This is an optimization exercise on Yosys and OpenROAD, whose aim is small area, not a production implementation.
The RTL was checked by simulation tests, not by an equivalence proof against the original design.
Power figures rest on the tool's default switching activity, not on a simulated workload.

==> flow/design.v <==
module commit_top (
	input  logic                                       clock,
	input  logic                                       reset,
	input  logic [3-1:0]                    dispatch_valid,
	input  logic [3*$clog2(32)-1:0] dispatch_dest,
	input  logic [3*32-1:0]              dispatch_npc,
	output logic [$clog2(3+1)-1:0]          dispatch_num,
	output logic [3*$clog2(8)-1:0]  dispatch_tag,
	input  logic [3-1:0]                    complete_valid,
	input  logic [3*$clog2(8)-1:0]  complete_tag,
	input  logic [3*32-1:0]              complete_value,
	input  logic [3-1:0]                    complete_halt,
	output logic [3-1:0]                    commit_wr_en,
	output logic [3*$clog2(32)-1:0] commit_wr_idx,
	output logic [3*32-1:0]              commit_wr_data,
	output logic [3*32-1:0]              commit_npc,
	output logic [3-1:0]                    commit_valid,
	output logic                                       error_status
);
	localparam int W  = 3;
	localparam int N  = 8;
	localparam int XL = 32;
	localparam int TW = $clog2(8);
	localparam int RW = $clog2(32);
	localparam int CW = $clog2(3+1);
	localparam int OW = TW + 1;
	logic [TW-1:0] head;
	logic [TW-1:0] tail;
	logic [OW-1:0] count;
	logic          stopped;
	logic [TW-1:0] out_head;
	logic [N-1:0]  done_q;
	logic [N-1:0]  halt_q;
	logic [RW-1:0] dest_q  [N];
	logic [XL-1:0] npc_q   [N];
	logic [XL-1:0] value_q [N];
	logic [N-1:0]  halt_nq;
	logic [RW-1:0] dest_nq  [N];
	logic [XL-1:0] npc_nq   [N];
	logic [XL-1:0] value_nq [N];
	logic [CW-1:0] req_num;
	logic [OW-1:0] free_num;
	logic [W-1:0]  alloc_en;
	always_comb begin
		req_num  = CW'(dispatch_valid[0]) + CW'(dispatch_valid[1]) + CW'(dispatch_valid[2]);
		free_num = OW'(N) - count;
		if (OW'(req_num) < free_num)
			dispatch_num = req_num;
		else
			dispatch_num = CW'(free_num);
		for (int i = 0; i < W; i++) begin
			dispatch_tag[i*TW +: TW] = tail + TW'(i);
			alloc_en[i]              = i < int'(dispatch_num);
		end
	end
	logic [W-1:0]  ret;
	logic [CW-1:0] retire_num;
	logic          halt_retire;
	always_comb begin
		logic go;
		logic [TW-1:0] idx;
		go          = !stopped;
		halt_retire = 1'b0;
		retire_num  = '0;
		for (int i = 0; i < W; i++) begin
			idx    = head + TW'(i);
			go     = go && (i < int'(count)) && done_q[idx];
			ret[i] = go;
			if (go) begin
				retire_num = retire_num + CW'(1);
				if (halt_q[idx]) begin
					halt_retire = 1'b1;
					go          = 1'b0;
				end
			end
		end
	end
	always_ff @(posedge clock) begin
		if (reset) begin
			head         <= '0;
			tail         <= '0;
			count        <= '0;
			stopped      <= 1'b0;
			done_q       <= '0;
			commit_valid <= '0;
			error_status <= 1'b0;
		end else begin
			head         <= head + TW'(retire_num);
			tail         <= tail + TW'(dispatch_num);
			count        <= count + OW'(dispatch_num) - OW'(retire_num);
			commit_valid <= ret;
			if (halt_retire) begin
				stopped      <= 1'b1;
				error_status <= 1'b1;
			end
			for (int e = 0; e < N; e++) begin
				if ((alloc_en[0] && tail == TW'(e)) ||
				    (alloc_en[1] && tail + TW'(1) == TW'(e)) ||
				    (alloc_en[2] && tail + TW'(2) == TW'(e)))
					done_q[e] <= 1'b0;
				if ((complete_valid[0] && complete_tag[0*TW +: TW] == TW'(e)) ||
				    (complete_valid[1] && complete_tag[1*TW +: TW] == TW'(e)) ||
				    (complete_valid[2] && complete_tag[2*TW +: TW] == TW'(e)))
					done_q[e] <= 1'b1;
			end
		end
	end
	always_ff @(posedge clock)
		out_head <= head;
	always_ff @(posedge clock) begin
		for (int e = 0; e < N; e++) begin
			logic [W-1:0] da, cw;
			logic [RW-1:0] nd;
			logic [XL-1:0] nn, nv;
			logic nh;
			logic wa, wc;
			nd = '0; nn = '0; nv = '0; nh = 1'b0;
			for (int i = 0; i < W; i++) begin
				da[i] = alloc_en[i] && (tail + TW'(i) == TW'(e));
				cw[i] = complete_valid[i] && (complete_tag[i*TW +: TW] == TW'(e));
				nd = nd | ({RW{da[i]}} & dispatch_dest[i*RW +: RW]);
				nn = nn | ({XL{da[i]}} & dispatch_npc[i*XL +: XL]);
				nv = nv | ({XL{cw[i]}} & complete_value[i*XL +: XL]);
				nh = nh | (cw[i] & complete_halt[i]);
			end
			wa = |da;
			wc = |cw;
			dest_nq[e]  <= ~nd & ({RW{wa}} | dest_nq[e]);
			npc_nq[e]   <= ~nn & ({XL{wa}} | npc_nq[e]);
			value_nq[e] <= ~nv & ({XL{wc}} | value_nq[e]);
			halt_nq[e]  <= ~nh & (wc | halt_nq[e]);
		end
	end
	always_comb begin
		for (int e = 0; e < N; e++) begin
			dest_q[e]  = ~dest_nq[e];
			npc_q[e]   = ~npc_nq[e];
			value_q[e] = ~value_nq[e];
			halt_q[e]  = ~halt_nq[e];
		end
	end
	logic [N-1:0]  osel;
	logic [RW-1:0] o_dest [W];
	always_comb begin
		for (int e = 0; e < N; e++)
			osel[e] = out_head == TW'(e);
		commit_wr_idx  = '0;
		commit_wr_data = '0;
		commit_npc     = '0;
		for (int i = 0; i < W; i++) begin
			for (int e = 0; e < N; e++) begin
				if (osel[(e - i + N) % N]) begin
					commit_wr_idx[i*RW +: RW]  = commit_wr_idx[i*RW +: RW]  | dest_q[e];
					commit_wr_data[i*XL +: XL] = commit_wr_data[i*XL +: XL] | value_q[e];
					commit_npc[i*XL +: XL]     = commit_npc[i*XL +: XL]     | npc_q[e];
				end
			end
			o_dest[i] = commit_wr_idx[i*RW +: RW];
		end
		for (int i = 0; i < W; i++) begin
			commit_wr_en[i] = commit_valid[i] && (o_dest[i] != RW'(0));
			for (int j = i + 1; j < W; j++)
				if (commit_valid[j] && (o_dest[j] == o_dest[i]))
					commit_wr_en[i] = 1'b0;
		end
	end
endmodule
==> flow/run.sh <==
#!/bin/bash
# synth_recipe.tcl (not shown) runs the flow's synth.tcl, then flattens the netlist and writes it again
# the make line also repeats each setting of config.mk as NAME=value (left out here)
make -C /OpenROAD-flow-scripts/flow DESIGN_CONFIG=/design/flow/config.mk WORK_HOME=/design/flow/orfs CLKGATE_MAP_FILE= SYNTH_SCRIPT=/design/flow/synth_recipe.tcl finish
==> flow/config.mk <==
export PLATFORM = sky130hd
export DESIGN_NAME = commit_top
export DESIGN_NICKNAME = commit_top
export VERILOG_FILES = /design/flow/design.v
export SDC_FILE = /design/flow/constraint.sdc
export NUM_CORES = 4
export LEC_CHECK = 0
export CAP_MARGIN = 20
export CORE_MARGIN = 2
export CORE_UTILIZATION = 40
export SLEW_MARGIN = 20
==> flow/constraint.sdc <==
create_clock -name core_clock -period 8.0 [get_ports {clock}]
set_input_delay 1.6000 -clock core_clock [delete_from_list [all_inputs] [get_ports {clock}]]
set_output_delay 1.6000 -clock core_clock [all_outputs]
set_load 0.01 [all_outputs]
==> summary.txt <==
Top_reg_cell synth - dfxtp_1
Max Clk Rate - 0.161 GHz
Final setup violation count - 0
Starting Density - 40.4%
Worst-margin pin slew - 1.23 ns
Syn_area_per_cell - 8.83 um^2
Final core occ - 48.3%
Die ar. - 0.0899 mm^2
Setup bufs post-CTS - 0
Final period util - 77.4%
Slew Limit Headroom - 18.2%
Syn_nets - 4219
Status - timing/DRC/antenna clean
CTS tree - built
Root buf cell - clkbuf_16
Die width - 300 um
R2R depth - 7
Placed wire-length estimate - 93400 um
Post-synth EDFFs - 0
PnR worst setup slack - 1.80 ns
Syn Inst Count - 3968
Post-layout min period - 6.20 ns
Max Root-Sink Buffers - 3
Drt first pass iters - 12
Clock latency reported for the late side of the worst-skew pair - 0.64 ns
I/O Buffers - 451
Worst hold path startpoint - done_q[1]$_SDFFE_PP0P_
Num ports - 452
Worst Setup Start Kind - flop
Total Wirelength - 165000 um
Layout cell share with drive strength beyond 1 - 8.11%
Post-synthesis sequential area ratio - 33.4%
Initial DRC Count - 6524
Area grow syn2layout - 19.8%
Die Y - 300 um
Crit path DAT - 4.60 ns
Core area - 0.0868 mm^2
Post-Synthesis Cell Area - 0.0350 mm^2
Req. time, crit path - 6.40 ns
Yosys warns - 8
Share of the synthesized area in the top cell type - 33.4%
Async SR Flop Fraction - 0%
Placed insts - 5032
# rows - 108
Reg-to-reg endpoint - npc_nq[5][28]$_DFF_P_
Via density - 7.54
Max-Cap Viols - 0
Setup Skew - 0.0214 ns
Clk sinks - 585
Worst hold path class - reg2reg
Post-place setup slack - 2.05 ns
CTS buffer count - 71
Initial antenna violation count - 31
Yosys top cell by area - dfxtp_1
Pin count of the biggest net entering global routing - 193
Hold endpoint - done_q[1]$_SDFFE_PP0P_
Final #Nets - 4204
First-pass GRT wire length - 241000 um
Clock transition at path regs - 0.06 ns
Critical Path End Type - output port
Leakage - 15.4 nW
RR Startpoint - tail[1]$_SDFF_PP0_
Drt wl/cell - 31.9 um
H-tree depth - 3
RSZ-0062 raised after global routing - false
Synthesized flop and latch total - 585
Synth area leaders - dfxtp_1 33%, o22ai_1 14%, a222oi_1 7.5%, o21a_1 5.8%, a221oi_1 4.5%
Worst hold stages - 2
Overflow after GRT - 0
VDD IR-drop max - 0.293 mV
Tot GR Track Use - 34.7%
Pwr Density - 384 mW/mm^2
DRC - 0
Hold Buf Count CTS - 0
ANT nets after route - 0
Final instance count without filler cells - 5175
Final TNS setup - 0 ns
Worst reg-to-reg setup slack - 3.60 ns
Via count - 39000
Slew Viols, Final - 0
Cts repair resizes - 0
Filler Cells Inserted - 8378
Distinct cell type count after synthesis - 65
WS Path Type - reg2out
Number of global-route vias before repair - 36600
Placer Congestion - 0.881
Worst-path fanout max - 153
Final Hold Fails - 0
-- worst max-delay path by stage --
stage | from | to | slack (ns) | depth (start not counted)
6_report | out_head[2]$_DFF_P_ | commit_npc[10] | 1.80 | 6
2_1_floorplan | dispatch_valid[0] | dispatch_num[1] | 3.32 | 6
3_5_place_dp | dispatch_valid[0] | dispatch_num[1] | 2.05 | 8
3_3_place_gp | dispatch_valid[0] | dispatch_num[1] | 2.07 | 8
5_1_grt | out_head[2]$_DFF_P_ | commit_npc[32] | 1.66 | 6
4_1_cts | out_head[2]$_DFF_P_ | commit_npc[30] | 1.85 | 6
-- worst max-delay path, stage by stage, from the launching register on --
cell	delay, ns
dfxtp_1	0.82
inv_1	0.43
nand2b_4	0.54
buf_12	0.57
o22ai_1	0.15
or4_1	0.70
clkdlybuf4s50_1	0.54
-- sequential cells by signal, indices dropped and copies added (netlist names), 3 cells and up --
| signal | cells |
|---|---|
| dest_nq | 40 |
| out_head | 3 |
| halt_nq | 8 |
| commit_valid | 3 |
| tail | 3 |
| head | 3 |
| done_q | 8 |
| npc_nq | 256 |
| value_nq | 256 |
| count | 4 |
-- synthesized netlist by cell type (47+ instances only) --
master,n
a221oi_1,180
a222oi_1,264
a22o_1,149
a32oi_1,111
buf_1,219
buf_2,92
clkbuf_1,297
dfxtp_1,585
inv_1,209
nand3_1,116
nor2b_1,47
o211a_1,113
o21a_1,270
o22ai_1,769
or4_1,195
-- per-layer routing --
metal	share of wire [%]	wire length, um	GRT usage (%)	vias up
met5	0.10	172	0	-
met4	5.5	9070	19.5	28
met3	13	21200	9.11	624
met2	45	74500	54.3	3094
met1	37	60400	43.4	18800
li1	-	-	-	16500
-- cell usage in the layout (no fill, tap or decap), types with 7 or more instances in the layout --
cell type        instances
mux2_2                   7
mux2i_1                 20
buf_12                   7
dfxtp_1                583
nand3_1                114
nand2b_1                18
inv_1                  209
diode_2                 15
or3_2                    8
o21a_1                 270
nor2b_1                 47
nor2_1                  10
ha_1                    18
buf_4                   80
o22ai_1                769
a21oi_1                 13
clkbuf_16               72
a222oi_1               264
clkbuf_8                17
nand2_1                 16
a32o_1                  37
xor2_1                  10
o211a_1                112
mux4_2                  30
xnor2_1                 12
a221oi_2                 8
nor2_4                  18
a221oi_1               178
a32oi_1                111
clkbuf_1                17
a22o_1                 149
clkdlybuf4s50_1        451
and2_1                   7
clkinv_2                10
or4_1                  195
-- layout make-up --
cell class                 instances  area, um^2  share of cell area [%]
antenna                           15        37.5                  0.0895
clock buffer                     106        2100                    5.01
clock inverter                    19         203                   0.483
inverter                         209         785                    1.87
multi-input combinational       2544       20300                    48.4
sequential                       585       11700                    27.9
tap                             1155        1450                    3.45
timing repair buffer             542        5350                    12.8
-- power breakdown --
| part | switching, mW | total, mW | internal (mW) |
|---|---|---|---|
| Sequential | 1.15 | 5.18 | 4.03 |
| Clock | 1.39 | 3.27 | 1.89 |
| Combinational | 4.25 | 7.66 | 3.41 |
| Total | 6.79 | 16.1 | 9.33 |
-- per-stage QoR --
step           power [mW]  cell area (um^2)  hold WS, ns
2_1_floorplan        9.44             35000        0.326
3_3_place_gp         12.5             39500        0.463
3_5_place_dp         12.6             39500        0.470
4_1_cts              15.9             41800        0.478
5_1_grt              16.8             41900        0.495
6_report             16.1             41900        0.480
-- cell families after synthesis --
group,Yosys count,synth area share (%)
AOI/OAI and AO/OA,1962,44.1
buffers and inverters,839,9.65
DFF,585,33.4
and+or+nand+nor,479,8.60
muxes,57,2.73
adders and majority gates,24,0.965
xor gates and xnor gates,22,0.550

[afterwards: timing with drivers on the ports]
The results above use ideal ports. As a check the final layout listed here was re-extracted and re-timed, cells and wires unchanged.
Step 1, drivers: a clkbuf_16 drives clock and a buf_2 each remaining input, both assumed.
Step 2, shift: input delay + t, output delay - t, t = (earliest + latest rising clock arrival at the registers) / 2. This alone moves slack from input paths to output paths.
Three values: ideal, step 1, step 2; two values: the first two.
t, ns: 0.683
setup slack, ns: 1.804 / 1.742 / 2.043
worst setup path at the end: input to output
pins driven straight from the clock port: 1
After both steps this run still meets setup and hold. The setup slack of this run moves by -0.062 ns with the drivers and by +0.239 ns with both steps.
